This design comes from an exercise in tuning for small area, a short achievable clock period and few clock cycles per item on the open sky130 flow, not from production work. Function was checked by simulation only, so behaviour that the tests miss may differ from the original. Power figures rest on the tool's default switching activity, not on a simulated workload.

==> build 92 <==
Design emg_window_rms_alert_top, start of the top module:
module emg_window_rms_alert_top #(
   parameter int WINDOW_LEN = 128
) (
   input  logic                                 clock,
   input  logic                                 reset,
   input  logic                                 req_tvalid,
   output logic                                 req_tready,
   input  logic [emgrms_pkg::REQ_DAT_W-1:0]     req_tdata,
   output logic                                 rsp_tvalid,
   input  logic                                 rsp_tready,
   output logic [emgrms_pkg::RSP_DAT_W-1:0]     rsp_tdata,
   input  logic                                 csr_valid,
   output logic                                 csr_ready,
   input  logic [emgrms_pkg::CSR_IDX_W-1:0]     csr_index,
   input  logic [emgrms_pkg::CSR_DAT_W-1:0]     csr_data
);
   localparam int SW     = emgrms_pkg::SAMPLE_W;           
   localparam int RW     = emgrms_pkg::RUN_W;              
   localparam int SLOT_W = $clog2(WINDOW_LEN);             
   localparam int FILL_W = $clog2(WINDOW_LEN + 1);         
   localparam int SUM_W  = 2 * SW + SLOT_W;                
   localparam int RAD_W  = SUM_W - SLOT_W;                 
   localparam int REM_W  = SW + 2;                         
   localparam int ROWS   = 2;                       
   localparam int NSTG   = 7;                              
   localparam int QD     = NSTG + 4;                       
   localparam int QA_W   = $clog2(QD);
   localparam int CR_W   = $clog2(QD + 1);
   function automatic int stage_end(input int s);
      case (s)
         0: stage_end = 4;
         1: stage_end = 6;
         2: stage_end = 8;
         3: stage_end = 9;
         4: stage_end = 10;
         5: stage_end = 11;
         default: stage_end = 12;
      endcase
   endfunction
   logic [SW-1:0]                 bias_ff;
   logic [SW-1:0]                 thr_ff;
   logic [emgrms_pkg::RUNS_W-1:0] runs_ff;
   always_ff @(posedge clock) begin
      if (reset) begin
         bias_ff <= emgrms_pkg::BIAS_RESET;
         thr_ff  <= emgrms_pkg::THRESHOLD_RESET;
         runs_ff <= emgrms_pkg::RUNS_RESET;
      end else if (csr_valid) begin
  ...
Settings: LEC_CHECK=0, CAP_MARGIN=20, CORE_MARGIN=2, CORE_UTILIZATION=40, SLEW_MARGIN=20, SETUP_SLACK_MARGIN=7.0, CTS_ARGS=-sink_clustering_enable -repair_clock_nets -sink_clustering_size 30 -sink_clustering_max_diameter 60 -buf_list sky130_fd_sc_hd__clkbuf_16 -dont_use_dummy_load; clock period 10.0 ns.
standard.sh (not shown) runs the stock make flow with config.mk's settings and CLKGATE_MAP_FILE= SYNTH_SCRIPT=/design/flow/synth_recipe.tcl, a recipe that flattens the netlist after the stock synthesis.
==> flow/flow/run.sh <==
#!/bin/bash
# The standard layout (standard.sh: standard synthesis, floorplan, place,
# CTS, route, finish) with two settings changed in config.mk:
#  - timing repair aims well below the clock period: repair_timing works on
#    every path with less than SETUP_SLACK_MARGIN ns of slack, so a margin of
#    7.0 ns at the 10 ns clock aims at a 3.0 ns path;
#  - clock tree: clkbuf_16 only, sink clusters of up to 30 flip-flops within
#    60 um, and no dummy balancing loads.
# The constraints (constraint.sdc) are not touched. The whole make output is
# kept in standard.log; ORFS keeps each step's log under orfs/logs/.
set -euo pipefail
cat >> config.mk <<'CFG'
export SETUP_SLACK_MARGIN = 7.0
export CTS_ARGS = -sink_clustering_enable -repair_clock_nets -sink_clustering_size 30 -sink_clustering_max_diameter 60 -buf_list sky130_fd_sc_hd__clkbuf_16 -dont_use_dummy_load
CFG
bash standard.sh > standard.log 2>&1
==> inputs of build 88, as changes to build 92 <==
--- a/flow/design.v
+++ b/flow/design.v
@@ -38,22 +38,20 @@
    localparam int FILL_W = $clog2(WINDOW_LEN + 1);         
    localparam int SUM_W  = 2 * SW + SLOT_W;                
    localparam int RAD_W  = SUM_W - SLOT_W;                 
    localparam int REM_W  = SW + 2;                         
    localparam int ROWS   = 2;                       
-   localparam int NSTG   = 7;                              
+   localparam int NSTG   = 5;                              
    localparam int QD     = NSTG + 4;                       
    localparam int QA_W   = $clog2(QD);
    localparam int CR_W   = $clog2(QD + 1);
    function automatic int stage_end(input int s);
       case (s)
          0: stage_end = 4;
          1: stage_end = 6;
          2: stage_end = 8;
-         3: stage_end = 9;
-         4: stage_end = 10;
-         5: stage_end = 11;
+         3: stage_end = 10;
          default: stage_end = 12;
       endcase
    endfunction
    logic [SW-1:0]                 bias_ff;
    logic [SW-1:0]                 thr_ff;
@@ -725,14 +723,17 @@
          assign v_i   = g_root[s-1].v_r;
       end
       always_comb begin
          logic [REM_W-1:0] rem_sh;
          logic [REM_W:0]   diff;
+         logic [SW-1:0]    q_last;
          rad_c = rad_i;
          rem_c = rem_i;
          q_c   = q_i;
+         q_last = q_i;
          for (int t = T0; t < T1; t++) begin
+            q_last = q_c;
             rem_sh = {rem_c[REM_W-3:0], rad_c[RAD_W-1:RAD_W-2]};
             rad_c  = rad_c << 2;
             diff   = {1'b0, rem_sh} - {1'b0, q_c, 2'b01};
             if (!diff[REM_W]) begin
                rem_c = diff[REM_W-1:0];
@@ -742,12 +743,12 @@
                q_c   = {q_c[SW-2:0], 1'b0};
             end
             rem_c = rem_c & REM_W'((1 << (t + 2)) - 1);
             q_c   = q_c & SW'((1 << (t + 1)) - 1);
          end
-         over_c = (q_i[SW-2:0] > thr_ff[SW-1:1])
-               || ((q_i[SW-2:0] == thr_ff[SW-1:1]) && (q_c[0] || !thr_ff[0]));
+         over_c = (q_last[SW-2:0] > thr_ff[SW-1:1])
+               || ((q_last[SW-2:0] == thr_ff[SW-1:1]) && (q_c[0] || !thr_ff[0]));
       end
       if (s < NSTG - 1) begin : g_reg
          always_ff @(posedge clock) begin
             if (reset) v_r <= 1'b0;
             else       v_r <= v_i;
@@ -755,11 +756,11 @@
             rem_r <= rem_c;
             q_r   <= q_c;
          end
       end
    end
-   logic [SW:0]   qmem [QD];       
+   logic [QD-1:0][SW:0] qmem;      
    logic [QA_W:0] wp, rp;          
    logic [QA_W:0] rp_inc;
    logic          q_empty;
    logic          lv;
    logic [SW-1:0] lq;
@@ -775,11 +776,13 @@
    assign rp_inc = ptr_inc(rp);
    logic ld_ok, bypass;
    assign ld_ok  = !ov || rsp_tready;
    assign bypass = q_empty && ld_ok;
    always_ff @(posedge clock) begin
-      if (lv && !bypass) qmem[wp[QA_W-1:0]] <= {lo, lq};
+      for (int i = 0; i < QD; i++) begin
+         if (lv && !bypass && wp[QA_W-1:0] == QA_W'(i)) qmem[i] <= {lo, lq};
+      end
    end
    logic          ov;
    logic [SW-1:0] od_lvl;
    logic [RW-1:0] od_run;
    logic          od_alert;
@@ -799,23 +802,24 @@
    always_ff @(posedge clock) begin
       if (reset) begin
          wp       <= '0;
          rp       <= '0;
          ov       <= 1'b0;
+         od_lvl   <= '0;
          od_run   <= '0;
          od_alert <= 1'b0;
       end else begin
          if (lv && !bypass) wp <= ptr_inc(wp);
          if (pop) rp <= rp_inc;
          if (load) begin
             ov       <= 1'b1;
+            od_lvl   <= lvl_in;
             od_run   <= run_nx;
             od_alert <= alert_nx;
          end else if (rsp_tready) begin
             ov <= 1'b0;
          end
       end
-      if (load) od_lvl <= lvl_in;
    end
    assign rsp_tvalid = ov;
    assign rsp_tdata  = {3'b000, od_alert, od_run, od_lvl};
 endmodule
==> flow/flow/run.sh (replaced) <==
#!/bin/bash
# The standard layout (standard.sh: standard synthesis, floorplan, place,
# CTS, route, finish) with some settings changed in config.mk:
#  - clock tree: clkbuf_16 only, sink clusters of up to 30 flip-flops within
#    60 um, and no dummy balancing loads.
# The constraints (constraint.sdc) are not touched. The whole make output is
# kept in standard.log; ORFS keeps each step's log under orfs/logs/.
set -euo pipefail
cat >> config.mk <<'CFG'
export SETUP_SLACK_MARGIN = 7.0
export CTS_ARGS = -sink_clustering_enable -repair_clock_nets -sink_clustering_size 30 -sink_clustering_max_diameter 60 -buf_list sky130_fd_sc_hd__clkbuf_16 -dont_use_dummy_load
CFG
bash standard.sh > standard.log 2>&1
ABC_AREA = 1   (was unset)
==> run notes <==
Synthesized cell count: build 88 is higher than build 92 (about 12%). Synthesized area: build 92 is higher than build 88 (2.4%). Against build 88, the setup slack of build 92 is worse by 81 ps. Of build 92 and build 88, build 92 has the higher cell area (gap about 3%, measured against build 88). Against build 88, the clock power of build 92 is higher by about 6%. Build 88 finished with timing, DRC and antenna clean. Build 92 went through all stages and came out clean. In build 88 the fmax is higher than in build 92, by about 2.4%. Against build 88, the sequential power of build 92 is higher by 4.1%. In build 88 the critical path depth is lower than in build 92, by 4.
==> figures <==
metric                                                                      build 88                 build 92
Final Cell Area                                                          64700 sq um              66600 sq um
Vias/cell                                                                       4.39                     4.42
Status                                                       complete, no violations  complete, no violations
Achievable frequency                                                       0.298 GHz                0.291 GHz
Post-Syn Area                                                            56100 sq um              57500 sq um
Synthesized-area fraction occupied by and/or/nand/nor cells                    6.99%                    5.63%
Die area                                                                143000 sq um             147000 sq um
XOR/XNOR Fraction of Synth Area                                                1.67%                    1.57%
Crit-path max cell delay                                                      240 ps                   370 ps
Number of placement rows                                                         137                      139
Number of buffers created by CTS                                                  98                      105
Worst Hold Endpoint                                                         win[463]                win[1061]
Combinational Power                                                          5.75 mW                  4.21 mW
Logic gate share of total power                                                31.3%                    24.2%
Area of the multi-input gates                                            14900 sq um              15300 sq um
Area after DPL                                                           59100 sq um              60800 sq um
Worst Clk Skew                                                               90.3 ps                  70.0 ps
Mean area per synthesized cell                                            12.3 sq um               14.2 sq um
Testbench counts of build 92, summed over its fixed seeds: cycles 5,208, items 4,096.
Testbench counts of build 88, summed over its fixed seeds: cycles 5,192, items 4,096.

## afterwards: timing with drivers on the ports
How much do the figures lean on ideal ports? The routed layouts below were timed once more, with nothing changed but the port constraints.
Step 1 sets driving cells, clkbuf_16 on the clock port and buf_2 on the other inputs (assumed; they add their load-dependent delay and slew).
Step 2 also shifts input and output timing later by t, the mid clock arrival at the registers, as if the neighbouring blocks saw the same clock.
a / b / c = ideal ports / drivers / drivers and shift; a / b = the first two.
run	t (ns)	slack for setup (ns)	worst setup path at the end	worst slew at a driven data input, ns
build 92	0.787	6.566 / 6.566 / 6.217	input to register	0.11
build 88	0.755	6.648 / 6.666 / 5.938	input to register	0.09
After both steps setup and hold are still met in every run listed. The setup slack of build 88, which loses most, moves by +0.018 ns with the drivers and by -0.710 ns with both steps.
